What follows belongs to an exercise in optimizing a design on an open flow for small area and a short achievable clock period; a production flow would make more cautious choices. Only simulation tests tie the RTL to the original design; equivalence was not proved. No activity file was given, so power comes from the tool's default toggle rates.

--- design/flow/run.sh ---
#!/bin/bash
# synth_recipe.tcl (not shown) runs the flow's synth.tcl, then flattens the netlist and writes it again
# the make line also repeats each setting of config.mk as NAME=value (left out here)
make -C /OpenROAD-flow-scripts/flow DESIGN_CONFIG=/design/flow/config.mk WORK_HOME=/design/flow/orfs CLKGATE_MAP_FILE= SYNTH_SCRIPT=/design/flow/synth_recipe.tcl finish
--- design/flow/config.mk ---
export PLATFORM = sky130hd
export DESIGN_NAME = vecProcessor
export DESIGN_NICKNAME = vecProcessor
export VERILOG_FILES = /design/flow/design.v
export SDC_FILE = /design/flow/constraint.sdc
export NUM_CORES = 4
export LEC_CHECK = 0
export CAP_MARGIN = 20
export CORE_MARGIN = 2
export CORE_UTILIZATION = 55
export SETUP_SLACK_MARGIN = 2.2
export SLEW_MARGIN = 20
--- design/flow/constraint.sdc ---
create_clock -name core_clock -period 4.7 [get_ports {clk}]
set_input_delay 0.9400 -clock core_clock [delete_from_list [all_inputs] [get_ports {clk}]]
set_output_delay 0.9400 -clock core_clock [all_outputs]
set_load 0.01 [all_outputs]
--- design/flow/design.v ---
`default_nettype none
package vecProcPkg;
    typedef logic [8-1:0] laneT;
    typedef logic [4*8-1:0] vecT;
    typedef logic [15:0] instrT;
    typedef logic [$clog2(256)-1:0] pcT;
    typedef logic [3:0] regSelT;
    typedef logic [12:0] cinstrT;
    typedef struct packed {
        regSelT rd;
        vecT    data;
    } retireT;
endpackage
`default_nettype wire
`timescale 1ns/1ps
`default_nettype none
module fetchStage (
    input  logic  clk,
    input  logic  arstN,
    input  logic  run,
    input  logic  imemWe,
    input  vecProcPkg::pcT    imemAddr,
    input  vecProcPkg::instrT imemData,
    input  logic  pcWrite,
    input  vecProcPkg::pcT    pcTarget,
    output vecProcPkg::cinstrT fdInstr,
    output logic  fdValid
);
    localparam int D = 256;
    vecProcPkg::cinstrT wData;
    vecProcPkg::cinstrT fdGroup [4];
    logic [1:0] fdSel;
    vecProcPkg::pcT pc;
    logic [3:0] op;
    logic [2:0] a, b, mn, mx;
    logic le;
    assign op = imemData[15:12];
    assign a = {imemData[11], imemData[9:8]};
    assign b = {imemData[7], imemData[5:4]};
    assign le = (a <= b);
    assign mn = le ? a : b;
    assign mx = le ? b : a;
    logic isAlu, isLi, isLd, isSt, isJb, swapAB, keepAB;
    assign isLi = (op == 4'd6);
    assign isLd = (op == 4'd7);
    assign isSt = (op == 4'd8);
    assign isJb = (op == 4'd10) || (op == 4'd11);
    assign isAlu = (op >= 4'd1) && (op <= 4'd5);
    assign keepAB = (op == 4'd2) || ((op == 4'd5) && (a == b));
    assign swapAB = (op == 4'd4) || (op == 4'd5);
    always_comb begin
        wData[12] = isLi;
        if (isLi) begin
            wData[11:10] = imemData[11:10];
        end else if (keepAB) begin
            wData[11:10] = 2'd2;
        end else if (op == 4'd1 || op == 4'd5) begin
            wData[11:10] = 2'd0;
        end else if (op == 4'd3 || op == 4'd4) begin
            wData[11:10] = 2'd1;
        end else begin
            wData[11:10] = 2'd3;
        end
        if (isLi || isJb) begin
            wData[9:4] = imemData[5:0];
        end else if (isLd) begin
            wData[9:4] = {imemData[2:0], imemData[10:8]};
        end else if (isSt) begin
            wData[9:4] = {imemData[2:0], a};
        end else if (keepAB) begin
            wData[9:4] = {a, b};
        end else if (swapAB) begin
            wData[9:4] = {mx, mn};
        end else if (isAlu || op == 4'd9) begin
            wData[9:4] = {mn, mx};
        end else begin
            wData[9:4] = 6'b001000;
        end
        if (isLi) begin
            wData[3:0] = imemData[9:6];
        end else if (isAlu) begin
            wData[3:0] = imemData[3:0];
        end else if (isLd) begin
            wData[3:0] = {2'b10, imemData[11], imemData[3]};
        end else if (isSt) begin
            wData[3:0] = {3'b110, imemData[3]};
        end else if (isJb) begin
            wData[3:0] = {1'b0, op[0], imemData[7:6]};
        end else begin
            wData[3:0] = 4'hf;
        end
    end
    vecProcPkg::cinstrT imem [D];
    always_ff @(posedge clk) begin
        if (imemWe) begin
            imem[imemAddr] <= wData;
        end
    end
    always_ff @(posedge clk or negedge arstN) begin
        if (!arstN) begin
            pc <= '0;
        end else if (run) begin
            if (pcWrite) begin
                pc <= pcTarget;
            end else begin
                pc <= pc + vecProcPkg::pcT'(1);
            end
        end
    end
    always_ff @(posedge clk or negedge arstN) begin
        if (!arstN) begin
            fdValid <= 1'b0;
        end else if (run) begin
            fdValid <= 1'b1;
        end
    end
    always_ff @(posedge clk) begin
        if (run) begin
            for (int k = 0; k < 4; k++) begin
                fdGroup[k] <= imem[{pc[7:2], 2'(k)}];
            end
            fdSel <= pc[1:0];
        end
    end
    assign fdInstr = fdGroup[fdSel];
endmodule
`default_nettype wire
`timescale 1ns/1ps
`default_nettype none
module decoderStage (
    input  vecProcPkg::cinstrT instr,
    input  logic         valid,
    output logic [2:0]   rsA,
    output logic [2:0]   rsB,
    output logic         regWrite,
    output logic         memWrite,
    output logic         setFlags,
    output logic         isJump,
    output logic         isBranch,
    output logic [2:0]   kind,
    output vecProcPkg::regSelT rd,
    output vecProcPkg::laneT   imm
);
    logic isLi, misc, alu, le;
    logic isLd, isSt;
    logic [1:0] slot;
    assign rsA = instr[9:7];
    assign rsB = instr[6:4];
    assign slot = instr[11:10];
    assign isLi = instr[12];
    assign misc = !instr[12] && (slot == 2'd3);
    assign alu = !instr[12] && (slot != 2'd3);
    assign le = (rsA <= rsB);
    assign imm = {instr[1:0], instr[9:4]};
    assign isLd = misc && (instr[3:2] == 2'd2);
    assign isSt = misc && (instr[3:1] == 3'b110);
    assign regWrite = valid && (alu || isLi || isLd);
    assign memWrite = valid && isSt;
    assign setFlags = valid && misc && (instr[3:0] == 4'hf) && le;
    assign isJump = valid && misc && (instr[3:2] == 2'd0);
    assign isBranch = valid && misc && (instr[3:2] == 2'd1);
    always_comb begin
        if (isLi) begin
            kind = 3'd5;
        end else if (misc) begin
            kind = isLd ? 3'd6 : 3'd7;
        end else begin
            case (slot)
                2'd0: kind = le ? 3'd0 : 3'd4;
                2'd1: kind = le ? 3'd2 : 3'd3;
                default: kind = 3'd1;
            endcase
        end
    end
    always_comb begin
        if (isLi) begin
            rd = {instr[11:10], instr[3:2]};
        end else if (misc) begin
            rd = {imm[7], imm[2:0]};
        end else begin
            rd = instr[3:0];
        end
    end
endmodule
`default_nettype wire
`timescale 1ns/1ps
`default_nettype none
module regFile (
    input  logic   clk,
    input  logic [2:0] rsA,
    input  logic [2:0] rsB,
    output vecProcPkg::vecT    op1,
    output vecProcPkg::vecT    op2,
    input  logic   we,
    input  vecProcPkg::regSelT wsel,
    input  vecProcPkg::vecT    wdata
);
    vecProcPkg::laneT sReg [4];
    vecProcPkg::vecT  vReg [4];
    assign op1 = rsA[2] ? vReg[rsA[1:0]] : vecProcPkg::vecT'(sReg[rsA[1:0]]);
    assign op2 = rsB[2] ? vReg[rsB[1:0]] : vecProcPkg::vecT'(sReg[rsB[1:0]]);
    always_ff @(posedge clk) begin
        if (we) begin
            if (wsel[3]) begin
                vReg[wsel[1:0]] <= wdata;
            end else begin
                sReg[wsel[1:0]] <= wdata[8-1:0];
            end
        end
    end
endmodule
`default_nettype wire
`timescale 1ns/1ps
`default_nettype none
module executeStage (
    input  logic  clk,
    input  logic  arstN,
    input  logic  run,
    input  logic  regWrite,
    input  logic  memWrite,
    input  logic  setFlags,
    input  logic  isJump,
    input  logic  isBranch,
    input  logic [2:0] kind,
    input  vecProcPkg::regSelT rd,
    input  vecProcPkg::laneT   imm,
    input  vecProcPkg::vecT    op1,
    input  vecProcPkg::vecT    op2,
    output logic [3:0] dAddr,
    input  vecProcPkg::vecT    dData,
    output logic  ewRw,
    output logic  ewMw,
    output logic  ewJv,
    output logic [7:0] ewF,
    output vecProcPkg::vecT ewVal
);
    localparam int W = 8;
    logic zFlag;
    logic fwd;
    vecProcPkg::vecT aluRes, memVal, val;
    logic [7:0] fNext;
    always_comb begin
        vecProcPkg::laneT x;
        vecProcPkg::laneT y;
        for (int i = 0; i < 4; i++) begin
            x = op1[i*W +: W];
            y = op2[i*W +: W];
            case (kind)
                3'd0: aluRes[i*W +: W] = x + y;
                3'd1: aluRes[i*W +: W] = x - y;
                3'd2: aluRes[i*W +: W] = x & y;
                3'd3: aluRes[i*W +: W] = x | y;
                3'd4: aluRes[i*W +: W] = x ^ y;
                default: aluRes[i*W +: W] = y;
            endcase
        end
    end
    assign dAddr = imm[6:3];
    assign fwd = ewMw && (ewF[3:0] == dAddr);
    assign memVal = fwd ? ewVal : dData;
    always_comb begin
        case (kind)
            3'd5: val = {4{imm}};
            3'd6: val = memVal;
            default: val = aluRes;
        endcase
        if (kind != 3'd7 && !rd[3]) begin
            val[4*W-1:W] = '0;
        end
    end
    always_comb begin
        if (isJump || isBranch) begin
            fNext = imm;
        end else if (kind == 3'd7) begin
            fNext = {4'd0, imm[6:3]};
        end else begin
            fNext = {4'd0, rd};
        end
    end
    always_ff @(posedge clk or negedge arstN) begin
        if (!arstN) begin
            zFlag <= 1'b0;
        end else if (run && setFlags) begin
            zFlag <= (op1[W-1:0] == op2[W-1:0]);
        end
    end
    always_ff @(posedge clk or negedge arstN) begin
        if (!arstN) begin
            ewRw <= 1'b0;
            ewMw <= 1'b0;
            ewJv <= 1'b0;
        end else if (run) begin
            ewRw <= regWrite;
            ewMw <= memWrite;
            ewJv <= isJump || (isBranch && zFlag);
        end
    end
    always_ff @(posedge clk) begin
        if (run) begin
            ewF <= fNext;
            ewVal <= val;
        end
    end
endmodule
`default_nettype wire
`timescale 1ns/1ps
`default_nettype none
module writebackStage (
    input  logic   clk,
    input  logic   run,
    input  logic   ewRw,
    input  logic   ewMw,
    input  logic   ewJv,
    input  logic [7:0] ewF,
    input  vecProcPkg::vecT ewVal,
    input  logic [3:0] dAddr,
    output vecProcPkg::vecT dData,
    output logic   we,
    output logic   pcWrite,
    output logic   retireValid,
    output vecProcPkg::retireT retire
);
    vecProcPkg::vecT dmem [16];
    always_ff @(posedge clk) begin
        if (run && ewMw) begin
            dmem[ewF[3:0]] <= ewVal;
        end
    end
    assign dData = dmem[dAddr];
    assign we = run && ewRw;
    assign pcWrite = run && ewJv;
    assign retireValid = we;
    assign retire = {ewF[3:0], ewVal};
endmodule
`default_nettype wire
`timescale 1ns/1ps
`default_nettype none
module vecProcessor (
    input  logic   clk,
    input  logic   arstN,
    input  logic   run,
    input  logic   imemWe,
    input  vecProcPkg::pcT     imemAddr,
    input  vecProcPkg::instrT  imemData,
    output logic   retireValid,
    output vecProcPkg::retireT retire
);
    vecProcPkg::cinstrT fdInstr;
    logic   fdValid;
    logic [2:0] rsA, rsB;
    logic   dRw, dMw, dCmp, dJmp, dBz;
    logic [2:0] dKind;
    vecProcPkg::regSelT dRd;
    vecProcPkg::laneT   dImm;
    vecProcPkg::vecT    op1, op2;
    logic   deRw, deMw, deCmp, deJmp, deBz;
    logic [2:0] deKind;
    vecProcPkg::regSelT deRd;
    vecProcPkg::laneT   deImm;
    vecProcPkg::vecT    deOp1, deOp2;
    logic   ewRw, ewMw, ewJv;
    logic [7:0] ewF;
    vecProcPkg::vecT ewVal;
    logic [3:0] dAddr;
    vecProcPkg::vecT dData;
    logic   we;
    logic   pcWrite;
    fetchStage fetchInst (
        .clk      (clk),
        .arstN    (arstN),
        .run      (run),
        .imemWe   (imemWe),
        .imemAddr (imemAddr),
        .imemData (imemData),
        .pcWrite  (pcWrite),
        .pcTarget (ewF),
        .fdInstr  (fdInstr),
        .fdValid  (fdValid)
    );
    decoderStage decodeInst (
        .instr    (fdInstr),
        .valid    (fdValid),
        .rsA      (rsA),
        .rsB      (rsB),
        .regWrite (dRw),
        .memWrite (dMw),
        .setFlags (dCmp),
        .isJump   (dJmp),
        .isBranch (dBz),
        .kind     (dKind),
        .rd       (dRd),
        .imm      (dImm)
    );
    regFile regFileInst (
        .clk   (clk),
        .rsA   (rsA),
        .rsB   (rsB),
        .op1   (op1),
        .op2   (op2),
        .we    (we),
        .wsel  (ewF[3:0]),
        .wdata (ewVal)
    );
    always_ff @(posedge clk or negedge arstN) begin
        if (!arstN) begin
            deRw <= 1'b0;
            deMw <= 1'b0;
            deCmp <= 1'b0;
            deJmp <= 1'b0;
            deBz <= 1'b0;
        end else if (run) begin
            deRw <= dRw;
            deMw <= dMw;
            deCmp <= dCmp;
            deJmp <= dJmp;
            deBz <= dBz;
        end
    end
    always_ff @(posedge clk) begin
        if (run) begin
            deKind <= dKind;
            deRd <= dRd;
            deImm <= dImm;
            deOp1 <= op1;
            deOp2 <= op2;
        end
    end
    executeStage executeInst (
        .clk      (clk),
        .arstN    (arstN),
        .run      (run),
        .regWrite (deRw),
        .memWrite (deMw),
        .setFlags (deCmp),
        .isJump   (deJmp),
        .isBranch (deBz),
        .kind     (deKind),
        .rd       (deRd),
        .imm      (deImm),
        .op1      (deOp1),
        .op2      (deOp2),
        .dAddr    (dAddr),
        .dData    (dData),
        .ewRw     (ewRw),
        .ewMw     (ewMw),
        .ewJv     (ewJv),
        .ewF      (ewF),
        .ewVal    (ewVal)
    );
    writebackStage writebackInst (
        .clk         (clk),
        .run         (run),
        .ewRw        (ewRw),
        .ewMw        (ewMw),
        .ewJv        (ewJv),
        .ewF         (ewF),
        .ewVal       (ewVal),
        .dAddr       (dAddr),
        .dData       (dData),
        .we          (we),
        .pcWrite     (pcWrite),
        .retireValid (retireValid),
        .retire      (retire)
    );
endmodule
`default_nettype wire
==> results of run 1 <==
-- state kept, by name (all words and copies together) (netlist names), 2 cells and up, named ones only --
register            cells
deKind                  3
fetchInst.imem       3328
regFileInst.vReg      128
executeInst.ewF         8
executeInst.ewVal      32
fetchInst.fdSel         2
fetchInst.pc            8
regFileInst.sReg       32
fetchInst.fdGroup      52
deOp2                  32
deOp1                  32
deRd                    4
deImm                   8
writebackInst.dmem    512
-- area by class of cell --
cell class	count	area share, %
Sequential cell	4195	63.3
Multi-Input combinational cell	2791	20.0
Clock inverter	248	1.22
Clock buffer	529	5.60
Timing Repair Buffer	1157	7.22
Inverter	100	0.197
Tap cell	3958	2.49
Antenna cell	7	0.00880
-- cells in the final DEF, fill, tap and decap left out, types with 18 or more instances in the layout --
master and n:
sky130_fd_sc_hd__nor2_1 307, sky130_fd_sc_hd__a21oi_2 19, sky130_fd_sc_hd__nand3_1 30, sky130_fd_sc_hd__a21oi_1 86, sky130_fd_sc_hd__and2_4 33, sky130_fd_sc_hd__clkbuf_1 97
sky130_fd_sc_hd__edfxtp_1 4173, sky130_fd_sc_hd__nor2_2 21, sky130_fd_sc_hd__nand2b_1 19, sky130_fd_sc_hd__nor2_4 28, sky130_fd_sc_hd__nand2_2 22, sky130_fd_sc_hd__a31oi_1 21
sky130_fd_sc_hd__mux4_2 1263, sky130_fd_sc_hd__nand2_1 187, sky130_fd_sc_hd__nand4_1 20, sky130_fd_sc_hd__clkbuf_16 476, sky130_fd_sc_hd__clkinv_1 99, sky130_fd_sc_hd__buf_4 690
sky130_fd_sc_hd__buf_16 100, sky130_fd_sc_hd__inv_1 90, sky130_fd_sc_hd__a22oi_2 85, sky130_fd_sc_hd__a22oi_1 35, sky130_fd_sc_hd__o21ai_0 50, sky130_fd_sc_hd__and2_1 18
sky130_fd_sc_hd__mux2i_1 44, sky130_fd_sc_hd__bufbuf_16 27, sky130_fd_sc_hd__o22ai_1 34, sky130_fd_sc_hd__xnor2_1 25, sky130_fd_sc_hd__buf_12 133, sky130_fd_sc_hd__ha_1 91
sky130_fd_sc_hd__clkinv_2 72, sky130_fd_sc_hd__buf_6 105, sky130_fd_sc_hd__bufinv_16 38
-- worst max-delay path by stage --
stage / end / start / slack [ns] / cells after the start
after CTS: fetchInst.fdGroup[2][11] / fetchInst.pc[2] / 1.62 / 8
after global routing: fetchInst.fdGroup[3][11] / fetchInst.pc[2] / 1.56 / 8
after floorplan: fetchInst.imem[0][2] / imemData[15] / -4.90 / 5
after detailed placement: fetchInst.imem[114][4] / imemData[5] / 0.11 / 10
after global placement: fetchInst.imem[114][4] / imemData[5] / 0.06 / 10
final: fetchInst.fdGroup[2][9] / fetchInst.pc[2] / 1.55 / 8
-- power by group through the flow --
stage	clock network (W)	registers [W]	logic, W
2_1_floorplan	0	0.0459	0.0197
3_3_place_gp	0	0.0469	0.0292
3_5_place_dp	0	0.0469	0.0295
4_1_cts	0.0334	0.0453	0.0363
5_1_grt	0.0349	0.0454	0.0417
6_report	0.0330	0.0453	0.0400
-- kinds of logic after synthesis --
| group | count (synthesis) |
|---|---|
| flip-flops | 4195 |
| multiplexers | 1334 |
| buffers and inverters | 541 |
| adder cells (fa/ha/maj) | 107 |
| AND/OR/NAND/NOR | 786 |
| XOR/XNOR | 37 |
| AO/OA/AOI/OAI | 524 |
-- routing by layer --
metal  vias to the layer above  track usage, %
met4                        14            8.01
met3                       691            4.32
met2                      4324            46.0
li1                      34100               -
met1                     46000            43.3
met5                         -               0
-- worst max-delay path, stage by stage, from the launching register on --
cell                      delay (ns)
sky130_fd_sc_hd__dfrtp_4        0.44
sky130_fd_sc_hd__buf_12         0.17
sky130_fd_sc_hd__buf_12         0.14
sky130_fd_sc_hd__buf_16         0.15
sky130_fd_sc_hd__buf_16         0.17
sky130_fd_sc_hd__buf_16         0.15
sky130_fd_sc_hd__mux4_2         0.54
sky130_fd_sc_hd__mux4_2         0.55
sky130_fd_sc_hd__a221o_1        0.49
-- through the flow --
step / worst slack, ns / area, um^2 / setup TNS [ns] / std cells / utilization (%)
final: 1.55 / 199000 / 0 / 13000 / 66.3
after floorplan: -4.90 / 166000 / -8673.28 / 7524 / -
after global placement: 0.0567 / 176000 / 0 / 11700 / 58.5
after CTS: 1.62 / 195000 / 0 / 12800 / 65.1
after detailed placement: 0.108 / 176000 / 0 / 11700 / 58.5
after global routing: 1.56 / 199000 / 0 / 13000 / 66.3
-- repair_timing --
action / in CTS / in global routing
pin swaps: 125 / 156
setup endpoints to repair: 4193 / 3017
setup buffers: 213 / 158
hold buffers: 0 / 0
resized for setup: 708 / 292
gates cloned: 74 / 57
==> run summary, run 1 <==
Outcome:
- The flow ran to the end and the layout has no timing, DRC or antenna violations.

Routing:
- The via count is 85,200.
- After detailed routing, the number of remaining DRC violations is 0.
- The count of nets left with antenna violations after detail routing is 0.
- The routed metal-1 wirelength is 182,000 um.
- The routed length per placed instance is 35.3 um.
- Summed over all nets, wire length on met2 after detailed routing comes to 219,000 um.
- The uppermost signal routing layer after detailed routing is met5.
- The met3 routed wirelength is 43,800 um.
- The final routed wirelength across all metal layers is 459,000 um.
- The first detailed-routing pass ran for 6 iterations.
- In the routed layout, each cell is associated on average with a via count of 6.56.
- The detailed router finished its first iteration with 11,700 violations.

Die:
- The floorplan die area is 0.306 mm^2.
- After floorplanning, the core was divided into 201 placement rows.
- The die is 553 um tall.
- The initial utilization of the core area, before any placement, comes to 55.3%.
- In this run the standard cell core region covers 0.300 mm^2.
- The number of ports placed on the die boundary is 65.
- In this run the horizontal extent of the chip is 553 um.

Final layout:
- In the final layout, the share of cells above drive strength 1 is 37.5%.
- The area growth from synthesis to layout is 19.8%.
- The filler cell count in the final layout is 19,300.
- The multi-input combinational cells in the finished layout cover a total of 0.0398 mm^2.
- The number of nets at the end of the flow is 8,804.
- The sequential cells in the finished layout cover a total of 0.126 mm^2.

Clock tree:
- Counting along the longest clock path gives a buffer depth of 4.
- The clock latency of the later-clocked register in the worst-skew pair is 0.97 ns.
- The total clock buffers created by CTS is 424.
- The H-tree level count is 5.
- The root buffer cell chosen for the clock tree is sky130_fd_sc_hd__clkbuf_16.
- The clock-pin transition on the worst setup and hold timing paths is 0.06 ns.
- The CTS tree is done.
- Counting every sink on the clock net gives 4,195.

Synth:
- The area of the mapped netlist is 0.166 mm^2.
- The cell with the most instances after synthesis is sky130_fd_sc_hd__edfxtp_1.
- Summing the areas of all compound-gate instances in the mapped netlist gives 2.10% of the synthesized area.
- In this run the mean area of a mapped cell was 22.1 um^2.
- The mux contribution to synthesized area is 17.6%.
- For this run, the number of Yosys warnings is 7.
- The synthesized design contains 4,173 enable-type register cells.
- The fraction of synthesis flops using an asynchronous set or reset pin is 0.429%.
- After Yosys synthesis, XOR and XNOR cells account for 0.195% of the synthesized area.
- Of the synthesized area, sequential elements account for 75.8%.
- Summing the areas of all fa, ha and maj instances in the mapped netlist gives 0.829% of the synthesized area.
- The number of different library cells in the post-synthesis netlist is 69.
- Counting instances in the post-synthesis netlist gives the leading cell types as 4,173 x sky130_fd_sc_hd__edfxtp_1, 1,265 x sky130_fd_sc_hd__mux4_2, 356 x sky130_fd_sc_hd__nor2_1.
- The combinational family with the most area after synthesis is multiplexers.
- Ranked by total cell area, the synthesized netlist is headed by sky130_fd_sc_hd__edfxtp_1 75%, sky130_fd_sc_hd__mux4_2 17%, sky130_fd_sc_hd__nor2_1 0.80%.
- The number of cells produced by synthesis is 7,524.
- Synthesis inferred 4,195 register bits.
- Synthesis produced a netlist with a net count of 7,659.
- The biggest area contributor in the post-synthesis netlist is sky130_fd_sc_hd__edfxtp_1.
- The top cell type by area accounts for 75.5% of the synthesized area.
- The simple-gate portion of the synthesized area is 2.07%.
- Among all flip-flop cells after synthesis, the most frequent one is sky130_fd_sc_hd__edfxtp_1.

Placement:
- The congestion estimate from routability-driven global placement came to 0.848.
- Port buffering added 64 buffers.
- The placed wire-length estimate is 255,000 um.

STA:
- The count of endpoints failing hold in the final timing report was 0.
- The maximum achievable frequency is 0.317 GHz.
- Measured against its own limit, the worst slew margin works out to 29.5%.
- The number of failing setup endpoints in the final timing report is 0.
- Clock skew on the completed layout was measured at 0.0385 ns.
- The period utilization is 67.1%.
- Across all hold checks on the routed design, the worst slack comes to 0.467 ns.
- Setup repair after global routing could not meet its margin everywhere.
- The final number of max-transition violations was 0.
- For the finished layout, the period the worst path requires is 3.15 ns.
- For the pin with the worst max-slew slack, the measured transition is 1.06 ns.

Power:
- The share of total power dissipated in the clock network is 27.9%.
- Cell internal power was estimated by the tool at 0.0824 W.
- Of the total power, registers draw 38.3%.
- The total power draw is 0.118 W.
- The areal power density over the cells is 595 mW/mm^2.
- Per report_power, the combinational group accounts for 33.8% of the total.
- The net switching share of the total power is 30.4%.
- The maximum ir drop on the vdd rail is 0.589 mV.
- Summed over all cells, the static leakage comes to 65.7 nW.
- Summed over all nets, the switching power comes to 0.0360 W.

Worst setup path:
- STA classifies the critical path startpoint as a register.
- The launching point of the worst reg2reg path is fetchInst.pc[2].
- The category of the most critical setup path is register to register.
- The number of cells on the worst reg-to-reg path is 8.
- In this run the critical register-to-register path is captured at fetchInst.fdGroup[2][9].
- Data arrives at the worst endpoint at 3.81 ns.
- The worst path required time is 5.36 ns.
- The peak fanout along the critical path is 6.
- The worst setup path is captured at a register.
- The worst reg-to-reg setup slack is 1.55 ns.

Global route:
- The number of antenna violations at the first check in global routing is 30.
- In the global route stage, overall resource usage came out at 29.2%.
- The first-pass GRT wire length is 632,000 um.
- The largest net degree at the start of global routing is 114.
- For this run the aggregate overflow at the end of global routing stands at 0.
- The via count of the first global-routing pass is 83,800.

Hold path:
- The worst hold-check path type is input pin to async pin.

Flow run:
- The number of max-cap violations is 0.
==> run 2, diff against run 1 <==
--- a/design/flow/config.mk
+++ b/design/flow/config.mk
@@ -9,4 +9,4 @@
 export CORE_MARGIN = 2
 export CORE_UTILIZATION = 55
-export SETUP_SLACK_MARGIN = 2.2
+export SETUP_SLACK_MARGIN = 1.7
 export SLEW_MARGIN = 20
==> run 2 against run 1 <==
Against the previous run:
- fmax down 0.95%
- sequential power about the same
- critical endpoint is now fetchInst.fdGroup[2][8]
- clock-buffer cell count unchanged
- highest routed layer unchanged
- combinational power down 14%
- final area down 2.6%
- still clean
- core utilization down 1.7 points
- non-clock buffer count down 253
==> run summary, run 2 <==
Die:
- For this design the top-level I/O count stands at 65.
- The floorplan step set the die height to 553 um.
- The initial utilization of the core area, before any placement, comes to 55.3%.
- The number of rows created at floorplan is 201.
- The floorplan die area is 0.306 mm^2.
- Measured along the x axis, the die boundary spans 553 um.
- After floorplanning, the core was sized to cover 0.300 mm^2.

Synth:
- For this run, asynchronously set or reset flops after synthesis account for 0.429%.
- The cell with the most instances after synthesis is sky130_fd_sc_hd__edfxtp_1.
- Yosys printed 7 warnings.
- In this run, distinct cell masters in the synthesized netlist total 69.
- The cell taking the most area after synthesis is sky130_fd_sc_hd__edfxtp_1.
- The sequential share of the synthesized area is 75.8%.
- The number of cells produced by synthesis is 7,524.
- After synthesis the cells add up to 0.166 mm^2.
- The top flip-flop cell by instance count after synthesis is sky130_fd_sc_hd__edfxtp_1.
- The flop and latch count out of synthesis is 4,195.
- After synthesis, the most frequently instantiated cells are 4,173 x sky130_fd_sc_hd__edfxtp_1, 1,265 x sky130_fd_sc_hd__mux4_2, 356 x sky130_fd_sc_hd__nor2_1.
- The number of nets in the synthesized netlist is 7,659.
- After synthesis, the cell types taking the most area are sky130_fd_sc_hd__edfxtp_1 75%, sky130_fd_sc_hd__mux4_2 17%, sky130_fd_sc_hd__nor2_1 0.80%.
- The count of flip-flops with a built-in enable after synthesis is 4,173.
- The share of the synthesized area in the top cell type is 75.5%.
- The per-instance average area after synthesis is 22.1 um^2.

STA:
- The period utilization is 67.7%.
- The count of endpoints failing hold in the final timing report was 0.
- The least setup slack across all paths after layout is 1.52 ns.
- For this run, the top clock speed supported by timing is 0.314 GHz.
- The transition time at the pin with the least slew margin is 1.05 ns.
- The final critical-path required period is 3.18 ns.
- The final number of max-transition violations is 0.
- The number of failing setup endpoints in the final timing report is 0.
- The worst relative slew slack is 30.3%.
- After routing, the total negative slack on setup checks comes to 0 ns.
- On the final layout, the worst clock skew is 0.0314 ns.
- Setup repair after global routing could not meet its margin everywhere.

Hold path:
- For hold timing, the worst endpoint is fetchInst.pc[6].
- The worst hold-check path type is input pin to register.
- The startpoint identified for the worst hold timing path is run.
- The worst hold path stage count is 2.

Clock tree:
- The worst-case clock buffer depth is 4.
- The CTS tree is done.
- The clock net sink count is 4,195.
- In this run, CTS created clock tree buffers numbering 424.
- Clock-pin slew was measured on the worst setup and hold paths at 0.06 ns.
- The clock reaches the later pin of the worst-skew pair after 0.96 ns.
- The H-tree level count is 5.
- CTS placed an instance of sky130_fd_sc_hd__clkbuf_16 at the clock tree root.

Power:
- The share of power burned in registers is 40.3%.
- In this run switching power makes up 29.9% of total power.
- The analysis attributes to cell leakage a power of 63.2 nW.
- The maximum ir drop on the vdd rail is 0.800 mV.
- The net switching power is 0.0337 W.
- Cell internal power was estimated by the tool at 0.0790 W.
- The clock power share is 29.2%.
- Combinational logic burns 30.5% of the power.
- Total power for the finished layout comes to 0.113 W.
- In this run the power density over the cells is 582 mW/mm^2.

Global route:
- Global routing used 28.2% of the available tracks across all layers.
- The final global-route overflow total is 0.
- The largest net degree at the start of global routing is 114.
- The via count of the first global-routing pass is 82,400.
- The number of antenna violations at the first check in global routing is 22.
- The first global-routing pass estimated 613,000 um of wire.

Placement:
- The final RePlAce weighted congestion is 0.848.
- The worst slack at placement is 0.108 ns.
- The post-place instance area is 0.176 mm^2.
- Input and output buffers added on the ports amount to 64.
- The placed wire-length estimate is 255,000 um.

Routing:
- The routed length per placed instance is 34.1 um.
- After detailed routing, the number of remaining DRC violations is 0.
- The count of nets left with antenna violations after detail routing is 0.
- For this block, the routed nets add up to 434,000 um of wire.
- After the first detailed-routing iteration, the DRC count stood at 10,800.
- The via count is 82,600.
- The vias per cell is 6.49.
- The count of TritonRoute iterations in the first routing pass is 5.

Worst setup path:
- The worst path required time is 5.38 ns.
- The worst register-to-register path begins at fetchInst.pc[2].
- The category of the most critical setup path is register to register.
- The cell depth of the worst flop-to-flop path is 11.
- The peak fanout along the critical path is 7.
- The worst reg-to-reg setup slack is 1.52 ns.
- The data arrival time of the critical path is 3.86 ns.
- The sort of element at the end of the critical path is a register.
- The worst setup path is launched from a register.
- The worst register-to-register path ends at fetchInst.fdGroup[2][8].

Outcome:
- The run finished with no timing, DRC or antenna violations.

Final layout:
- The library cells used most frequently in the layout, excluding fill and tap cells, are 4,173 x sky130_fd_sc_hd__edfxtp_1, 1,263 x sky130_fd_sc_hd__mux4_2, 594 x sky130_fd_sc_hd__buf_4.
- The area growth from synthesis to layout is 16.7%.
- The number of nets at the end of the flow is 8,548.
- The cell area after layout is 0.194 mm^2.
- The register with the most flip-flops in the final layout is fetchInst.imem.
- The most common cell after layout, fill and taps aside is sky130_fd_sc_hd__edfxtp_1.
- The flip-flop count of the largest register, all copies and words added is 3,328.
- The fraction of final layout cells with drive strength greater than 1 is 33.0%.

Flow run:
- The number of max-cap violations is 0.
==> run 2: layout make-up <==
class | count | area [um^2]
repair buffers | 904 | 10200
fillers | 19800 | 106000
flip-flops and latches | 4195 | 126000
clock inverters | 248 | 2430
inverters | 100 | 375
multi-input cells | 2788 | 38800
well taps | 3958 | 4950
diodes | 3 | 7.51
clock buffers | 529 | 11100
==> run 2: power by group through the flow <==
stage	Clock (W)	Combinational (W)	Sequential [W]
final	0.0330	0.0344	0.0454
after global routing	0.0348	0.0363	0.0454
after CTS	0.0334	0.0333	0.0454
after detailed placement	0	0.0295	0.0469
after global placement	0	0.0292	0.0469
after floorplan	0	0.0197	0.0459
==> run 2: layer usage <==
| layer | up-vias | track usage [%] | wire (um) |
|---|---|---|---|
| li1 | 33600 | - | - |
| met1 | 44800 | 41.8 | 177000 |
| met2 | 3689 | 44.9 | 211000 |
| met3 | 550 | 4.46 | 37100 |
| met4 | 16 | 6.46 | 9900 |
| met5 | - | 0 | 95 |
==> run 2: how the worst max path moves through the flow <==
stage                                   end  slack (ns)  cells after the start            start
floorplan              fetchInst.imem[0][2]       -4.90                      5     imemData[15]
global placement     fetchInst.imem[114][4]        0.06                     10      imemData[5]
detailed placement   fetchInst.imem[114][4]        0.11                     10      imemData[5]
CTS                 fetchInst.fdGroup[2][8]        1.52                     11  fetchInst.pc[2]
global route        fetchInst.fdGroup[3][2]        1.46                      9  fetchInst.pc[2]
finish              fetchInst.fdGroup[2][8]        1.52                     11  fetchInst.pc[2]
==> run 2: kinds of logic after synthesis <==
logic type	synth area share [%]
muxes	17.6
DFF	75.8
adders and majority gates	0.829
buffers and inverters	1.42
and+or+nand+nor	2.07
xor gates and xnor gates	0.195
AOI/OAI and AO/OA	2.10
==> run 2: what timing repair did <==
item / in CTS / in global routing
pin swaps: 53 / 55
endpoints found under the hold margin: 0 / 0
setup buffers: 111 / 81
gates resized for setup: 263 / 94
gates cloned: 32 / 22
endpoints found under the setup margin: 1503 / 1429
hold buffers: 0 / 0
==> run 2: per-stage QoR <==
step	hold WS [ns]	cells	utilization, %
after global routing	0.467	12700	64.6
after CTS	0.406	12600	64.1
after detailed placement	0.474	11700	58.5
after floorplan	0.446	7524	-
final	0.443	12700	64.6
after global placement	0.467	11700	58.5
==> run 2: worst max-delay path: stages, from the launching register on <==
cell,delay (ns)
sky130_fd_sc_hd__dfrtp_4,0.50
sky130_fd_sc_hd__buf_12,0.16
sky130_fd_sc_hd__buf_12,0.14
sky130_fd_sc_hd__buf_16,0.14
sky130_fd_sc_hd__buf_16,0.15
sky130_fd_sc_hd__buf_12,0.15
sky130_fd_sc_hd__buf_16,0.14
sky130_fd_sc_hd__buf_12,0.14
sky130_fd_sc_hd__mux4_2,0.45
sky130_fd_sc_hd__mux4_2,0.52
sky130_fd_sc_hd__a22oi_2,0.22
sky130_fd_sc_hd__nand2_2,0.13
==> run 3, diff against run 2 <==
--- a/design/flow/design.v
+++ b/design/flow/design.v
@@ -115,8 +115,33 @@
         end
     end
+    localparam int NCOPY = 8;
+    logic [1:0] pcGrp [NCOPY];
+    for (genvar r = 0; r < NCOPY; r++) begin : gCopy
+        always_ff @(posedge clk or negedge arstN) begin
+            if (!arstN) begin
+                pcGrp[r] <= '0;
+            end else if (run) begin
+                if (pcWrite) begin
+                    pcGrp[r] <= pcTarget[3:2];
+                end else begin
+                    pcGrp[r] <= pcGrp[r] + {1'b0, &pc[1:0]};
+                end
+            end
+        end
+    end
+    vecProcPkg::cinstrT blkGrp [16][4];
+    always_comb begin
+        for (int blk = 0; blk < 16; blk++) begin
+            for (int k = 0; k < 4; k++) begin
+                blkGrp[blk][k] = pcGrp[blk/2][1]
+                    ? (pcGrp[blk/2][0] ? imem[blk*16 + 12 + k] : imem[blk*16 + 8 + k])
+                    : (pcGrp[blk/2][0] ? imem[blk*16 + 4 + k] : imem[blk*16 + k]);
+            end
+        end
+    end
     always_ff @(posedge clk) begin
         if (run) begin
             for (int k = 0; k < 4; k++) begin
-                fdGroup[k] <= imem[{pc[7:2], 2'(k)}];
+                fdGroup[k] <= blkGrp[pc[7:4]][k];
             end
             fdSel <= pc[1:0];
@@ -240,4 +265,6 @@
     vecProcPkg::vecT aluRes, memVal, val;
     logic [7:0] fNext;
+    logic sub;
+    assign sub = (kind == 3'd1);
     always_comb begin
         vecProcPkg::laneT x;
@@ -247,6 +274,5 @@
             y = op2[i*W +: W];
             case (kind)
-                3'd0: aluRes[i*W +: W] = x + y;
-                3'd1: aluRes[i*W +: W] = x - y;
+                3'd0, 3'd1: aluRes[i*W +: W] = x + (y ^ {W{sub}}) + vecProcPkg::laneT'(sub);
                 3'd2: aluRes[i*W +: W] = x & y;
                 3'd3: aluRes[i*W +: W] = x | y;
@@ -349,9 +375,7 @@
     logic   fdValid;
     logic [2:0] rsA, rsB;
-    logic   dRw, dMw, dCmp, dJmp, dBz;
-    logic [2:0] dKind;
-    vecProcPkg::regSelT dRd;
-    vecProcPkg::laneT   dImm;
     vecProcPkg::vecT    op1, op2;
+    logic   deValid;
+    vecProcPkg::cinstrT deInstr;
     logic   deRw, deMw, deCmp, deJmp, deBz;
     logic [2:0] deKind;
@@ -378,18 +402,6 @@
         .fdValid  (fdValid)
     );
-    decoderStage decodeInst (
-        .instr    (fdInstr),
-        .valid    (fdValid),
-        .rsA      (rsA),
-        .rsB      (rsB),
-        .regWrite (dRw),
-        .memWrite (dMw),
-        .setFlags (dCmp),
-        .isJump   (dJmp),
-        .isBranch (dBz),
-        .kind     (dKind),
-        .rd       (dRd),
-        .imm      (dImm)
-    );
+    assign rsA = fdInstr[9:7];
+    assign rsB = fdInstr[6:4];
     regFile regFileInst (
         .clk   (clk),
@@ -404,26 +416,30 @@
     always_ff @(posedge clk or negedge arstN) begin
         if (!arstN) begin
-            deRw <= 1'b0;
-            deMw <= 1'b0;
-            deCmp <= 1'b0;
-            deJmp <= 1'b0;
-            deBz <= 1'b0;
+            deValid <= 1'b0;
         end else if (run) begin
-            deRw <= dRw;
-            deMw <= dMw;
-            deCmp <= dCmp;
-            deJmp <= dJmp;
-            deBz <= dBz;
+            deValid <= fdValid;
         end
     end
     always_ff @(posedge clk) begin
         if (run) begin
-            deKind <= dKind;
-            deRd <= dRd;
-            deImm <= dImm;
+            deInstr <= fdInstr;
             deOp1 <= op1;
             deOp2 <= op2;
         end
     end
+    decoderStage decodeInst (
+        .instr    (deInstr),
+        .valid    (deValid),
+        .rsA      (),
+        .rsB      (),
+        .regWrite (deRw),
+        .memWrite (deMw),
+        .setFlags (deCmp),
+        .isJump   (deJmp),
+        .isBranch (deBz),
+        .kind     (deKind),
+        .rd       (deRd),
+        .imm      (deImm)
+    );
     executeStage executeInst (
         .clk      (clk),
--- a/design/flow/config.mk
+++ b/design/flow/config.mk
@@ -9,4 +9,4 @@
 export CORE_MARGIN = 2
 export CORE_UTILIZATION = 55
-export SETUP_SLACK_MARGIN = 1.7
+export SETUP_SLACK_MARGIN = 2.0
 export SLEW_MARGIN = 20
==> run 3 against run 2 <==
Against the previous run:
- clock skew up 0.013 ns
- critical path type unchanged
- clock power grew 2%
- highest routed layer unchanged
- register-to-register slack better by 0.21 ns
- wire length rose by 17%
- combinational power rose by 14%
- die area down 0.94%
- global-route usage up 5.2 points
- still clean on timing, DRC and antenna
- non-clock buffer count grew 244
- first-iteration DRC count increased by 17%
==> run summary, run 3 <==
Placement:
- Input and output buffers added on the ports amount to 64.
- At the placement stage, the worst setup path has a slack of 0.298 ns.
- The placed wire-length estimate is 298,000 um.
- The final RePlAce weighted congestion is 0.905.

STA:
- The period utilization is 63.1%.
- The worst pin sits at a relative slew slack of 22.1%.
- The transition time at the pin with the least slew margin is 1.17 ns.
- Summed over all failing endpoints, the final setup total negative slack is 0 ns.
- For this run, the top clock speed supported by timing is 0.337 GHz.
- Setup violations remaining at the end of the flow were counted as 0.
- The worst path meets setup with 1.73 ns of slack.
- Setup repair after global routing could not meet its margin everywhere.
- The count of endpoints failing hold in the final timing report is 0.
- Clock skew on the completed layout was measured at 0.0446 ns.
- The final number of max-transition violations is 0.
- After layout, the minimum clock period comes to 2.97 ns.

Worst setup path:
- The peak fanout along the critical path is 6.
- The data arrival time of the critical path is 3.66 ns.
- The most critical setup path has its startpoint at deInstr[11].
- The sort of element at the end of the critical path is a register.
- The worst path required time is 5.39 ns.
- The launching point of the worst reg2reg path is deInstr[11].
- The category of the most critical setup path is register to register.
- The type of origin of the critical path is a register.

Global route:
- The final global-route overflow total is 0.
- The via count of the first global-routing pass came to 86,600.
- The first-pass GRT wire length is 695,000 um.
- The number of antenna violations at the first check in global routing is 27.
- Entering global routing, the biggest net connects 148 pins.
- Across every metal layer, demand over resource in global routing totals 33.4%.

Final layout:
- The growth of design area from synthesis to finish is 19.5%.
- The most common cell after layout, fill and taps aside is sky130_fd_sc_hd__edfxtp_1.
- The number of nets at the end of the flow is 8,954.
- The fraction of final layout cells with drive strength greater than 1 is 35.2%.
- In the layout the commonest cells are 4,171 x sky130_fd_sc_hd__edfxtp_1, 1,067 x sky130_fd_sc_hd__mux4_2, 749 x sky130_fd_sc_hd__buf_4.
- fetchInst.imem holds more flip-flops than any other register.
- Once layout is complete, the utilization of the core stands at 66.1%.
- The register with the most flip-flops in the layout has 3,328 of them.

Synth:
- In the synthesized netlist the dominant register cell turns out to be sky130_fd_sc_hd__edfxtp_1.
- In this run the biggest area consumer among cell types represents 76.2% of the synthesized area.
- After synthesis, the cell types taking the most area are sky130_fd_sc_hd__edfxtp_1 76%, sky130_fd_sc_hd__mux4_2 15%, sky130_fd_sc_hd__a22oi_1 1.9%.
- The Yosys warning count is 9.
- A synthesized cell averages 21.4 um^2.
- By count the netlist is led by 4,171 x sky130_fd_sc_hd__edfxtp_1, 1,067 x sky130_fd_sc_hd__mux4_2, 411 x sky130_fd_sc_hd__a22oi_1.
- The number of cells produced by synthesis is 7,691.
- Counting flops with a built-in enable in the synthesized netlist gives 4,171.
- The cell area that synthesis handed to floorplanning was 0.164 mm^2.
- The cell taking the most area after synthesis is sky130_fd_sc_hd__edfxtp_1.
- The flop and latch count out of synthesis is 4,205.
- Sequential cells were found to cover 76.7% of the synthesized design area.
- The number of nets in the synthesized netlist is 7,826.
- The fraction of synthesis flops using an asynchronous set or reset pin is 0.713%.
- Yosys instantiated no cell more often than sky130_fd_sc_hd__edfxtp_1.
- Synthesis instantiated 72 different standard cells from the library.

Power:
- In this run the power density over the cells is 601 mW/mm^2.
- The leakage power is 63.7 nW.
- Across the VDD grid, the largest voltage drop is 0.450 mV.

Die:
- In this run the horizontal extent of the chip is 551 um.
- The placeable core region is 0.297 mm^2.
- The number of rows created at floorplan is 200.
- The die covers 0.303 mm^2.
- The die height is 551 um.
- 65 I/O pins were placed.
- The starting density of the core is 55.3%.

Clock tree:
- The clock drives 4,205 sinks.
- At the later pin of the worst-skew pair, clock insertion delay measures 0.96 ns.
- The CTS tree is done.
- The CTS root buffer is sky130_fd_sc_hd__clkbuf_16.
- The H-tree level count is 5.
- The clock passes through at most 4 buffers.
- Clock-pin slew was measured on the worst setup and hold paths at 0.06 ns.
- The total clock buffers created by CTS is 429.
- The number of hold buffers added after CTS was 0.

Routing:
- The via count is 88,000.
- The count of nets left with antenna violations after detail routing is 0.
- After the first detailed-routing iteration, the DRC count stood at 12,600.
- Before antenna repair, the detailed router went through 7 iterations.
- After detailed routing, the number of remaining DRC violations is 0.
- The routed length per placed instance is 38.6 um.
- The vias per cell is 6.70.
- The final routed wirelength across all metal layers is 507,000 um.

Hold path:
- The tightest min-delay check is of the input pin to async pin type.

Outcome:
- The flow ran to the end and the layout has no timing, DRC or antenna violations.

Flow run:
- The number of max-cap violations is 0.
==> run 3: metrics by stage <==
step	total power, W	std cells	hold WS [ns]	cell area (um^2)
3_3_place_gp	0.0766	11900	0.446	175000
4_1_cts	0.117	13000	0.0279	195000
6_report	0.118	13100	0.0788	196000
5_1_grt	0.121	13100	0.112	196000
2_1_floorplan	0.0641	7691	0.431	165000
3_5_place_dp	0.0769	11900	0.467	175000
==> run 3: report_power, final <==
group | internal [W] | switching [W]
clock | 0.0194 | 0.0143
combinational | 0.0170 | 0.0220
sequential | 0.0441 | 0.00130
==> run 3: cell families after synthesis <==
kind of cell             share of synthesized area [%]
flip-flops                                        76.7
adder cells (fa/ha/maj)                          0.832
AO/OA/AOI/OAI                                     3.35
buffers and inverters                             1.35
AND/OR/NAND/NOR                                   2.53
multiplexers                                      15.0
XOR/XNOR                                         0.298
==> run 3: worst max-delay path: stages (launching register included) <==
cell and delay [ns]:
sky130_fd_sc_hd__edfxtp_1 0.47, sky130_fd_sc_hd__buf_4 0.18, sky130_fd_sc_hd__nor3b_4 0.14, sky130_fd_sc_hd__buf_6 0.15, sky130_fd_sc_hd__buf_12 0.15, sky130_fd_sc_hd__buf_4 0.15
sky130_fd_sc_hd__buf_4 0.13, sky130_fd_sc_hd__xnor2_1 0.15, sky130_fd_sc_hd__ha_2 0.36, sky130_fd_sc_hd__a2111o_1 0.40, sky130_fd_sc_hd__o221ai_2 0.18, sky130_fd_sc_hd__xnor2_1 0.10
sky130_fd_sc_hd__nand2_1 0.07, sky130_fd_sc_hd__a31oi_1 0.07
==> run 3: what timing repair did <==
item | in CTS | in global routing
cloned | 42 | 10
pin swaps | 151 | 150
resized for setup | 552 | 163
buffers inserted | 298 | 93
endpoints found under the setup margin | 2833 | 1721
==> run 3: area by class of cell <==
class / instances / area [um^2]
Antenna cell: 10 / 25.0
Clock inverter: 272 / 2490
Timing Repair Buffer: 1148 / 12900
Inverter: 88 / 335
Tap cell: 3939 / 4930
Sequential cell: 4205 / 126000
Clock buffer: 525 / 11300
Fill cell: 19400 / 101000
Multi-Input combinational cell: 2947 / 38300
==> run 3: worst paths after layout <==
check	slack (ns)	endpoint	cells after the start
worst min-delay path	0.08	fetchInst.pcGrp[7][0]	1
min in group core_clock	0.48	fetchInst.fdValid	1
worst max-delay path	1.73	executeInst.ewVal[31]	13
worst min register to register	0.48	fetchInst.fdValid	1
worst max register to register	1.73	executeInst.ewVal[31]	13
max in group asynchronous	4.02	fetchInst.pcGrp[5][1]	1
==> run 3: per-layer routing <==
metal  vias up  share of wire [%]  global-route usage (%)
met3       932                9.1                    5.45
met4        14                5.5                    15.8
met1     47300                 37                    45.5
li1      34800                  -                       -
met2      4996                 48                    53.5
met5         -              0.020                       0
==> run 4, diff against run 3 <==
--- a/design/flow/design.v
+++ b/design/flow/design.v
@@ -116,14 +116,14 @@
     end
     localparam int NCOPY = 8;
-    logic [1:0] pcGrp [NCOPY];
+    logic [3:0] grpSel [NCOPY];
     for (genvar r = 0; r < NCOPY; r++) begin : gCopy
         always_ff @(posedge clk or negedge arstN) begin
             if (!arstN) begin
-                pcGrp[r] <= '0;
+                grpSel[r] <= 4'b0001;
             end else if (run) begin
                 if (pcWrite) begin
-                    pcGrp[r] <= pcTarget[3:2];
-                end else begin
-                    pcGrp[r] <= pcGrp[r] + {1'b0, &pc[1:0]};
+                    grpSel[r] <= 4'b0001 << pcTarget[3:2];
+                end else if (&pc[1:0]) begin
+                    grpSel[r] <= {grpSel[r][2:0], grpSel[r][3]};
                 end
             end
@@ -134,7 +134,22 @@
         for (int blk = 0; blk < 16; blk++) begin
             for (int k = 0; k < 4; k++) begin
-                blkGrp[blk][k] = pcGrp[blk/2][1]
-                    ? (pcGrp[blk/2][0] ? imem[blk*16 + 12 + k] : imem[blk*16 + 8 + k])
-                    : (pcGrp[blk/2][0] ? imem[blk*16 + 4 + k] : imem[blk*16 + k]);
+                blkGrp[blk][k] = '0;
+                for (int g = 0; g < 4; g++) begin
+                    blkGrp[blk][k] = blkGrp[blk][k]
+                        | ({13{grpSel[blk/2][g]}} & imem[blk*16 + g*4 + k]);
+                end
+            end
+        end
+    end
+    logic [15:0] blkSel;
+    vecProcPkg::cinstrT grpWord [4];
+    always_comb begin
+        for (int blk = 0; blk < 16; blk++) begin
+            blkSel[blk] = (pc[7:4] == 4'(blk));
+        end
+        for (int k = 0; k < 4; k++) begin
+            grpWord[k] = '0;
+            for (int blk = 0; blk < 16; blk++) begin
+                grpWord[k] = grpWord[k] | ({13{blkSel[blk]}} & blkGrp[blk][k]);
             end
         end
@@ -143,5 +158,5 @@
         if (run) begin
             for (int k = 0; k < 4; k++) begin
-                fdGroup[k] <= blkGrp[pc[7:4]][k];
+                fdGroup[k] <= grpWord[k];
             end
             fdSel <= pc[1:0];
@@ -247,5 +262,7 @@
     input  logic  isJump,
     input  logic  isBranch,
-    input  logic [2:0] kind,
+    input  logic [6:0] sel,
+    input  logic  sub,
+    input  logic  keepHi,
     input  vecProcPkg::regSelT rd,
     input  vecProcPkg::laneT   imm,
@@ -263,8 +280,6 @@
     logic zFlag;
     logic fwd;
-    vecProcPkg::vecT aluRes, memVal, val;
+    vecProcPkg::vecT aluRes, val;
     logic [7:0] fNext;
-    logic sub;
-    assign sub = (kind == 3'd1);
     always_comb begin
         vecProcPkg::laneT x;
@@ -273,23 +288,18 @@
             x = op1[i*W +: W];
             y = op2[i*W +: W];
-            case (kind)
-                3'd0, 3'd1: aluRes[i*W +: W] = x + (y ^ {W{sub}}) + vecProcPkg::laneT'(sub);
-                3'd2: aluRes[i*W +: W] = x & y;
-                3'd3: aluRes[i*W +: W] = x | y;
-                3'd4: aluRes[i*W +: W] = x ^ y;
-                default: aluRes[i*W +: W] = y;
-            endcase
+            aluRes[i*W +: W] = ({W{sel[0]}} & (x + y + vecProcPkg::laneT'(sub)))
+                             | ({W{sel[1]}} & (x & y))
+                             | ({W{sel[2]}} & (x | y))
+                             | ({W{sel[3]}} & (x ^ y))
+                             | ({W{sel[4]}} & imm)
+                             | ({W{sel[6]}} & y);
         end
     end
     assign dAddr = imm[6:3];
     assign fwd = ewMw && (ewF[3:0] == dAddr);
-    assign memVal = fwd ? ewVal : dData;
     always_comb begin
-        case (kind)
-            3'd5: val = {4{imm}};
-            3'd6: val = memVal;
-            default: val = aluRes;
-        endcase
-        if (kind != 3'd7 && !rd[3]) begin
+        val = aluRes | ({32{sel[5] && fwd}} & ewVal)
+                     | ({32{sel[5] && !fwd}} & dData);
+        if (!keepHi) begin
             val[4*W-1:W] = '0;
         end
@@ -298,5 +308,5 @@
         if (isJump || isBranch) begin
             fNext = imm;
-        end else if (kind == 3'd7) begin
+        end else if (memWrite) begin
             fNext = {4'd0, imm[6:3]};
         end else begin
@@ -378,6 +388,7 @@
     logic   deValid;
     vecProcPkg::cinstrT deInstr;
+    logic [6:0] deSel;
+    logic   deSub, deKeepHi;
     logic   deRw, deMw, deCmp, deJmp, deBz;
-    logic [2:0] deKind;
     vecProcPkg::regSelT deRd;
     vecProcPkg::laneT   deImm;
@@ -404,4 +415,28 @@
     assign rsA = fdInstr[9:7];
     assign rsB = fdInstr[6:4];
+    logic [2:0] dKind;
+    vecProcPkg::regSelT dRd;
+    logic [6:0] dSel;
+    logic dSub, dKeepHi;
+    vecProcPkg::vecT op2x;
+    decoderStage predecodeInst (
+        .instr    (fdInstr),
+        .valid    (1'b1),
+        .rsA      (),
+        .rsB      (),
+        .regWrite (),
+        .memWrite (),
+        .setFlags (),
+        .isJump   (),
+        .isBranch (),
+        .kind     (dKind),
+        .rd       (dRd),
+        .imm      ()
+    );
+    assign dSub = (dKind == 3'd1);
+    assign dSel = {dKind == 3'd7, dKind == 3'd6, dKind == 3'd5, dKind == 3'd4,
+                   dKind == 3'd3, dKind == 3'd2, dKind <= 3'd1};
+    assign dKeepHi = dRd[3] || (dKind == 3'd7);
+    assign op2x = op2 ^ {32{dSub}};
     regFile regFileInst (
         .clk   (clk),
@@ -424,6 +459,9 @@
         if (run) begin
             deInstr <= fdInstr;
+            deSel <= dSel;
+            deSub <= dSub;
+            deKeepHi <= dKeepHi;
             deOp1 <= op1;
-            deOp2 <= op2;
+            deOp2 <= op2x;
         end
     end
@@ -438,5 +476,5 @@
         .isJump   (deJmp),
         .isBranch (deBz),
-        .kind     (deKind),
+        .kind     (),
         .rd       (deRd),
         .imm      (deImm)
@@ -451,5 +489,7 @@
         .isJump   (deJmp),
         .isBranch (deBz),
-        .kind     (deKind),
+        .sel      (deSel),
+        .sub      (deSub),
+        .keepHi   (deKeepHi),
         .rd       (deRd),
         .imm      (deImm),
--- a/design/flow/config.mk
+++ b/design/flow/config.mk
@@ -9,4 +9,4 @@
 export CORE_MARGIN = 2
 export CORE_UTILIZATION = 55
-export SETUP_SLACK_MARGIN = 2.0
+export SETUP_SLACK_MARGIN = 2.1
 export SLEW_MARGIN = 20
==> run 4 against run 3 <==
Against the previous run:
- sequential share of layout area rose by 0.13 points
- die area fell by 2.2%
- still clean
- largest power group unchanged
- synthesized cell count rose by 13%
- largest cell class unchanged
- clock power barely moved
- synthesized area fell by 2.2%
- via count rose by 14%
- critical endpoint is now fetchInst.fdGroup[2][10]
- non-clock buffer count rose by 79
- global-route usage rose by 4.4 points
==> run summary, run 4 <==
STA:
- The clock period could shrink to 2.82 ns.
- The transition time at the pin with the least slew margin is 1.19 ns.
- The count of endpoints failing hold in the final timing report is 0.
- The period utilization is 60.0%.
- The worst pin sits at a relative slew slack of 20.1%.
- The clock arrives with 0.0892 ns of skew.
- The summed negative setup slack over all endpoints is 0 ns.
- Setup violations remaining at the end of the flow were counted as 0.
- The maximum achievable frequency is 0.355 GHz.
- The worst slack on hold paths is 0.0820 ns.
- The final number of max-transition violations is 0.
- Setup repair after global routing could not meet its margin everywhere.

Routing:
- The via count is 100,000.
- The count of nets left with antenna violations after detail routing is 0.
- The routed design has 577,000 um of wire.
- The number of DRC violations after detailed-routing iteration 0 is 17,200.
- In the final routed layout, each cell accounts on average for 41.1 um.
- Before antenna repair, the detailed router went through 9 iterations.
- The vias per cell is 7.14.
- For this run, design rule violations remaining after detail routing come to 0.

Worst setup path:
- The category of the most critical setup path is register to register.
- The type of origin of the critical path is a register.
- The worst path required time is 5.43 ns.
- The start point of the critical path is fetchInst.grpSel[2][0].
- In this run the critical register-to-register path is launched from fetchInst.grpSel[2][0].
- Along the worst path, the maximum fanout reaches 8.
- STA classifies the critical path endpoint as a register.
- The data arrival time of the critical path is 3.55 ns.

Synth:
- Summing every instance area after synthesis gives 0.161 mm^2.
- The sequential share of the synthesized area is 78.8%.
- The flop and latch count out of synthesis is 4,230.
- Counting flops with a built-in enable in the synthesized netlist gives 4,180.
- The number of nets in the synthesized netlist is 8,833.
- For this run, the leading register cell type out of synthesis is sky130_fd_sc_hd__edfxtp_1.
- The commonest cells after synthesis are 4,180 x sky130_fd_sc_hd__edfxtp_1, 854 x sky130_fd_sc_hd__a221oi_1, 846 x sky130_fd_sc_hd__a22o_1.
- The cell with the most instances after synthesis is sky130_fd_sc_hd__edfxtp_1.
- The cell taking the most area after synthesis is sky130_fd_sc_hd__edfxtp_1.
- Yosys attributes the largest share of cell area to sky130_fd_sc_hd__edfxtp_1 78%, sky130_fd_sc_hd__a221oi_1 4.7%, sky130_fd_sc_hd__a22o_1 4.6%.
- The synthesized netlist contains 74 unique library cells.
- Of the post-synthesis cell area, the dominant cell type holds 78.1%.
- Dividing the synthesized area by the synthesized cell count gives 18.4 um^2.
- After synthesis, the share of flip-flops with an asynchronous set or reset is 1.09%.
- The number of cells produced by synthesis is 8,723.
- Yosys printed 10 warnings.

Final layout:
- The register with the most flip-flops in the layout has 3,328 of them.
- Cells with a size suffix above 1 make up 28.7% of the layout.
- Counting flops per register, the top entry is fetchInst.imem.
- The most common cell after layout, fill and taps aside is sky130_fd_sc_hd__edfxtp_1.
- In the layout the commonest cells are 4,180 x sky130_fd_sc_hd__edfxtp_1, 843 x sky130_fd_sc_hd__a22o_1, 803 x sky130_fd_sc_hd__buf_4.
- The area growth from synthesis to layout is 22.7%.
- The area of the multi-input gates is 0.0376 mm^2.
- In the final design database the tool counted 9,858 nets.
- After filler insertion, the fill cell instance count of the layout stands at 18,900.
- The area taken by flip-flops and latches is 0.127 mm^2.

Die:
- The number of ports placed on the die boundary is 65.
- The number of rows created at floorplan is 198.
- The starting density of the core is 55.3%.
- The die covers 0.297 mm^2.
- From left edge to right edge, the die measures 545 um.
- The placeable core region is 0.291 mm^2.
- In this run the vertical extent of the chip is 545 um.

Clock tree:
- The total clock buffers created by CTS is 424.
- At the later pin of the worst-skew pair, clock insertion delay measures 1.03 ns.
- No sink is reached through more buffers than the 4 on the longest clock path.
- The clock net sink count is 4,230.
- The CTS root buffer is sky130_fd_sc_hd__clkbuf_16.
- The H-tree level count is 5.
- The clock-pin transition on the worst setup and hold timing paths is 0.07 ns.
- The number of hold buffers added after CTS was 0.
- TritonCTS built the clock tree.

Global route:
- The via count of the first global-routing pass is 94,500.
- The number of antenna violations at the first check in global routing is 30.
- After global routing the overflow that remains totals 0.
- Entering global routing, the biggest net connects 143 pins.
- The all-layer global routing usage is 37.8%.
- The first global-routing pass estimated 769,000 um of wire.

Outcome:
- The flow ran to the end and the layout has no timing, DRC or antenna violations.

Placement:
- The count of buffers inserted at the top-level ports is 64.
- The final RePlAce weighted congestion is 0.934.
- Detailed placement finished with a half-perimeter wire length of 314,000 um.

Power:
- The leakage power is 65.1 nW.
- In this run the power density over the cells is 636 mW/mm^2.
- The maximum ir drop on the vdd rail is 0.501 mV.

Flow run:
- Across the run, the number of max-cap violations was 0.

Hold path:
- The path class of the tightest hold or removal check is input pin to async pin.
==> run 4: metrics by stage <==
step | power [W] | std cells | cell area, um^2 | worst slack, ns | utilization [%]
2_1_floorplan | 0.0647 | 8723 | 161000 | -5.47 | -
3_3_place_gp | 0.0791 | 12800 | 171000 | 0.268 | 58.7
3_5_place_dp | 0.0796 | 12800 | 171000 | 0.286 | 58.7
4_1_cts | 0.122 | 13900 | 194000 | 1.88 | 66.7
5_1_grt | 0.128 | 14000 | 197000 | 1.88 | 67.8
6_report | 0.125 | 14000 | 197000 | 1.88 | 67.8
==> run 4: cell families (layout without fill, tap and decap cells) <==
group | Yosys count | after routing | share of synthesized area, %
AO/OA/AOI/OAI | 2471 | 2473 | 12.4
XOR/XNOR | 47 | 47 | 0.256
adder cells (fa/ha/maj) | 82 | 82 | 0.675
buffers and inverters | 758 | 2137 | 1.87
flip-flops | 4230 | 4230 | 78.8
multiplexers | 319 | 322 | 3.64
other | 0 | 19 | 0
AND/OR/NAND/NOR | 816 | 819 | 2.34
==> run 4: repair_timing <==
item,CTS,global route
gates cloned,30,20
resized for setup,946,342
pin swaps,77,88
endpoints found under the setup margin,3999,1514
buffers inserted,322,78
==> run 4: worst paths after layout <==
path | end | slack [ns] | cells past startpoint
max reg2reg | fetchInst.fdGroup[2][10] | 1.88 | 7
max in group asynchronous | fetchInst.pc[7] | 3.61 | 2
min reg2reg | fetchInst.fdValid | 0.47 | 1
max | fetchInst.fdGroup[2][10] | 1.88 | 7
min in group core_clock | deOp1[9] | 0.42 | 1
min | fetchInst.grpSel[1][1] | 0.08 | 1
==> run 4: per-layer routing <==
metal	routed length, um	global-route usage, %	vias up
li1	-	-	39300
met1	199000	49.2	51800
met2	264000	57.9	7511
met3	69200	8.69	1570
met4	45600	23.9	14
met5	117	0	-
==> run 4: worst max-delay path, stage by stage, from the launching register on <==
cell                       delay, ns
sky130_fd_sc_hd__dfstp_4        0.55
sky130_fd_sc_hd__buf_12         0.16
sky130_fd_sc_hd__buf_4          0.16
sky130_fd_sc_hd__a22o_1         0.22
sky130_fd_sc_hd__a221oi_1       0.63
sky130_fd_sc_hd__o22ai_1        0.19
sky130_fd_sc_hd__nor4_1         0.39
sky130_fd_sc_hd__nand2_2        0.22
==> run 4: layout make-up <==
| type | instances | area share, % |
|---|---|---|
| antenna | 19 | 0.0241 |
| clock buffer | 506 | 5.59 |
| clock inverter | 282 | 1.42 |
| inverter | 122 | 0.245 |
| multi-input combinational | 3743 | 19.1 |
| sequential | 4230 | 64.3 |
| tap | 3900 | 2.47 |
| timing repair buffer | 1227 | 6.83 |
==> run 4: where the power goes <==
part           internal (W)  switching (W)
Combinational        0.0166         0.0285
Sequential           0.0447        0.00187
Clock                0.0192         0.0146
Total                0.0805         0.0450
==> run 5, diff against run 4 <==
--- a/design/flow/design.v
+++ b/design/flow/design.v
@@ -30,5 +30,5 @@
     vecProcPkg::cinstrT wData;
     vecProcPkg::cinstrT fdGroup [4];
-    logic [1:0] fdSel;
+    logic [3:0] fdSel;
     vecProcPkg::pcT pc;
     logic [3:0] op;
@@ -160,8 +160,9 @@
                 fdGroup[k] <= grpWord[k];
             end
-            fdSel <= pc[1:0];
+            fdSel <= 4'b0001 << pc[1:0];
         end
     end
-    assign fdInstr = fdGroup[fdSel];
+    assign fdInstr = ({13{fdSel[0]}} & fdGroup[0]) | ({13{fdSel[1]}} & fdGroup[1])
+                   | ({13{fdSel[2]}} & fdGroup[2]) | ({13{fdSel[3]}} & fdGroup[3]);
 endmodule
 `default_nettype wire
--- a/design/flow/config.mk
+++ b/design/flow/config.mk
@@ -9,4 +9,6 @@
 export CORE_MARGIN = 2
 export CORE_UTILIZATION = 55
+export CTS_CLUSTER_DIAMETER = 100
+export CTS_CLUSTER_SIZE = 30
 export SETUP_SLACK_MARGIN = 2.1
 export SLEW_MARGIN = 20
==> run 5 against run 4 <==
Against the previous run:
- still clean
- sequential share of layout area rose by 3.5 points
- global-route usage fell by 0.94 points
- sequential power fell by 1%
- largest cell class unchanged
- synthesized area fell by 0.16%
- highest routed layer unchanged
- clock-buffer cell count fell by 303
- die area fell by 0.16%
- synthesized cell count rose by 1.3%
- combinational power fell by 6.4%
==> run summary, run 5 <==
Synth:
- Sorting the synthesized cells by area gives the leading types as sky130_fd_sc_hd__edfxtp_1 78%, sky130_fd_sc_hd__a221oi_1 4.8%, sky130_fd_sc_hd__a22o_1 4.6%.
- The synthesized netlist devotes 12.3% of its cell area to compound gates.
- The synthesized netlist contains 65 unique library cells.
- Counting flops with a built-in enable in the synthesized netlist gives 4,182.
- The fraction of synthesis flops using an asynchronous set or reset pin is 1.09%.
- The cell with the most instances after synthesis is sky130_fd_sc_hd__edfxtp_1.
- The portion of synthesized area spent on multiplexers is 3.17%.
- The Yosys step of the flow raised 10 warnings.
- Sorting the synthesized cells by how often they occur yields 4,182 x sky130_fd_sc_hd__edfxtp_1, 874 x sky130_fd_sc_hd__a221oi_1, 840 x sky130_fd_sc_hd__a22o_1.
- After synthesis, the mean cell area works out to 18.2 um^2.

STA:
- In the final timing run, aggregate negative setup slack is 0 ns.
- The worst relative slew slack is 26.4%.
- The maximum achievable frequency is 0.364 GHz.
- Setup violations remaining at the end of the flow were counted as 0.

Die:
- 65 I/O pins were placed.
- The total area inside the core boundary comes to 0.291 mm^2.

Worst setup path:
- In this run the critical register-to-register path is captured at fetchInst.fdGroup[1][7].
- The worst path required time is 5.36 ns.

Clock tree:
- The clock net sink count is 4,232.
- The hold buffer count at cts is 0.
- The longest clock path from root to sink contains 4 buffers.
- The CTS root buffer is sky130_fd_sc_hd__clkbuf_16.
- The H-tree level count is 4.

Final layout:
- Of the cells placed in the final design, the portion with a size suffix greater than 1 is 25.0%.
- The filler cell count in the final layout is 19,900.
- In the layout the commonest cells are 4,182 x sky130_fd_sc_hd__edfxtp_1, 838 x sky130_fd_sc_hd__a22o_1, 769 x sky130_fd_sc_hd__buf_4.
- The area of the multi-input gates is 0.0372 mm^2.
- In the final layout, flip-flops and latches occupy 0.127 mm^2.

Routing:
- The final layout contains routed wiring with a total length of 561,000 um.

Hold path:
- The worst hold-check path type is input pin to async pin.

Global route:
- The final global-route overflow total is 0.
- The first global-routing pass estimated 747,000 um of wire.

Power:
- Power spread over the standard cell area amounts to 569 mW/mm^2.

Outcome:
- The flow ran to the end and the layout has no timing, DRC or antenna violations.
==> run 5: cell types whose count changed in the layout (fill, tap and decap cells not counted), sizes merged, moves of 41 or more <==
cell	before	now
buf	1178	1109
clkbuf	523	226
clkinv	212	14
mux2i	90	21
nand2	184	303
nor2	325	366
==> run 5: worst min path at each step <==
stage / startpoint / to / slack, ns / cells past startpoint
floorplan: fetchInst.fdValid / fetchInst.fdValid / 0.43 / 1
global placement: fetchInst.fdValid / fetchInst.fdValid / 0.45 / 1
detailed placement: fetchInst.fdValid / fetchInst.fdValid / 0.47 / 1
CTS: arstN / executeInst.ewMw / 0.1 / 1
global route: arstN / executeInst.ewMw / 0.15 / 1
finish: arstN / deValid / 0.13 / 1
==> run 5: layer usage <==
metal  global-route usage, %  share of wire [%]  vias up
met5                       0              0.040        -
met4                    21.5                7.5       16
met3                    8.59                 12     1262
met2                    56.1                 45     6813
met1                    48.9                 35    50600
li1                        -                  -    38500
==> run 5: repair_timing <==
item | CTS | global route
setup endpoints to repair | 3853 | 2224
pin swaps | 82 | 96
cloned | 26 | 22
setup buffers | 298 | 76
resized for setup | 911 | 346
==> run 5: through the flow <==
step	instance area (um^2)	total power, W	instances	worst slack, ns	utilization (%)
after floorplan	161000	0.0634	8838	-5.40	-
after global placement	170000	0.0771	12900	0.272	58.7
after detailed placement	170000	0.0775	12900	0.279	58.7
after CTS	184000	0.103	13400	1.95	63.3
after global routing	187000	0.108	13500	1.96	64.4
final	187000	0.106	13500	1.96	64.4
==> run 5: cell families (layout without fill, tap and decap cells) <==
kind of cell               Yosys count  in the layout
DFF                               4232           4232
AOI/OAI and AO/OA                 2470           2470
and+or+nand+nor                    983            991
buffers and inverters              765           1522
muxes                              249            249
adders and majority gates           82             82
xor gates and xnor gates            57             57
other                                0             19
==> run 5: layout make-up <==
type | count | share of cell area, %
Tap cell | 3900 | 2.61
Multi-Input combinational cell | 3849 | 19.9
Antenna cell | 19 | 0.0254
Inverter | 132 | 0.280
Timing Repair Buffer | 1169 | 6.90
Clock buffer | 203 | 2.34
Sequential cell | 4232 | 67.8
Clock inverter | 18 | 0.140
==> run 5: power breakdown <==
group | internal (W) | total [W] | leakage, nW | switching (W)
Sequential | 0.0446 | 0.0461 | 38.7 | 0.00158
Combinational | 0.0152 | 0.0422 | 19.3 | 0.0270
Clock | 0.00696 | 0.0181 | 2.27 | 0.0112
==> run 5: critical path, cell delays in order (launching register included) <==
cell and delay [ns]:
sky130_fd_sc_hd__dfrtp_4 0.66, sky130_fd_sc_hd__buf_8 0.20, sky130_fd_sc_hd__buf_6 0.12, sky130_fd_sc_hd__a22o_4 0.25, sky130_fd_sc_hd__a221oi_4 0.42, sky130_fd_sc_hd__o22ai_2 0.21
sky130_fd_sc_hd__nor4_4 0.39, sky130_fd_sc_hd__nand2_2 0.17

Re-timed with assumed drivers on the ports (clkbuf_16 on the clock, buf_2 on other inputs), run 5 has 1.956 ns of setup slack against 1.956 ns with ideal ports, and 0.948 ns once port delays also move by the mid clock arrival of 1.024 ns.
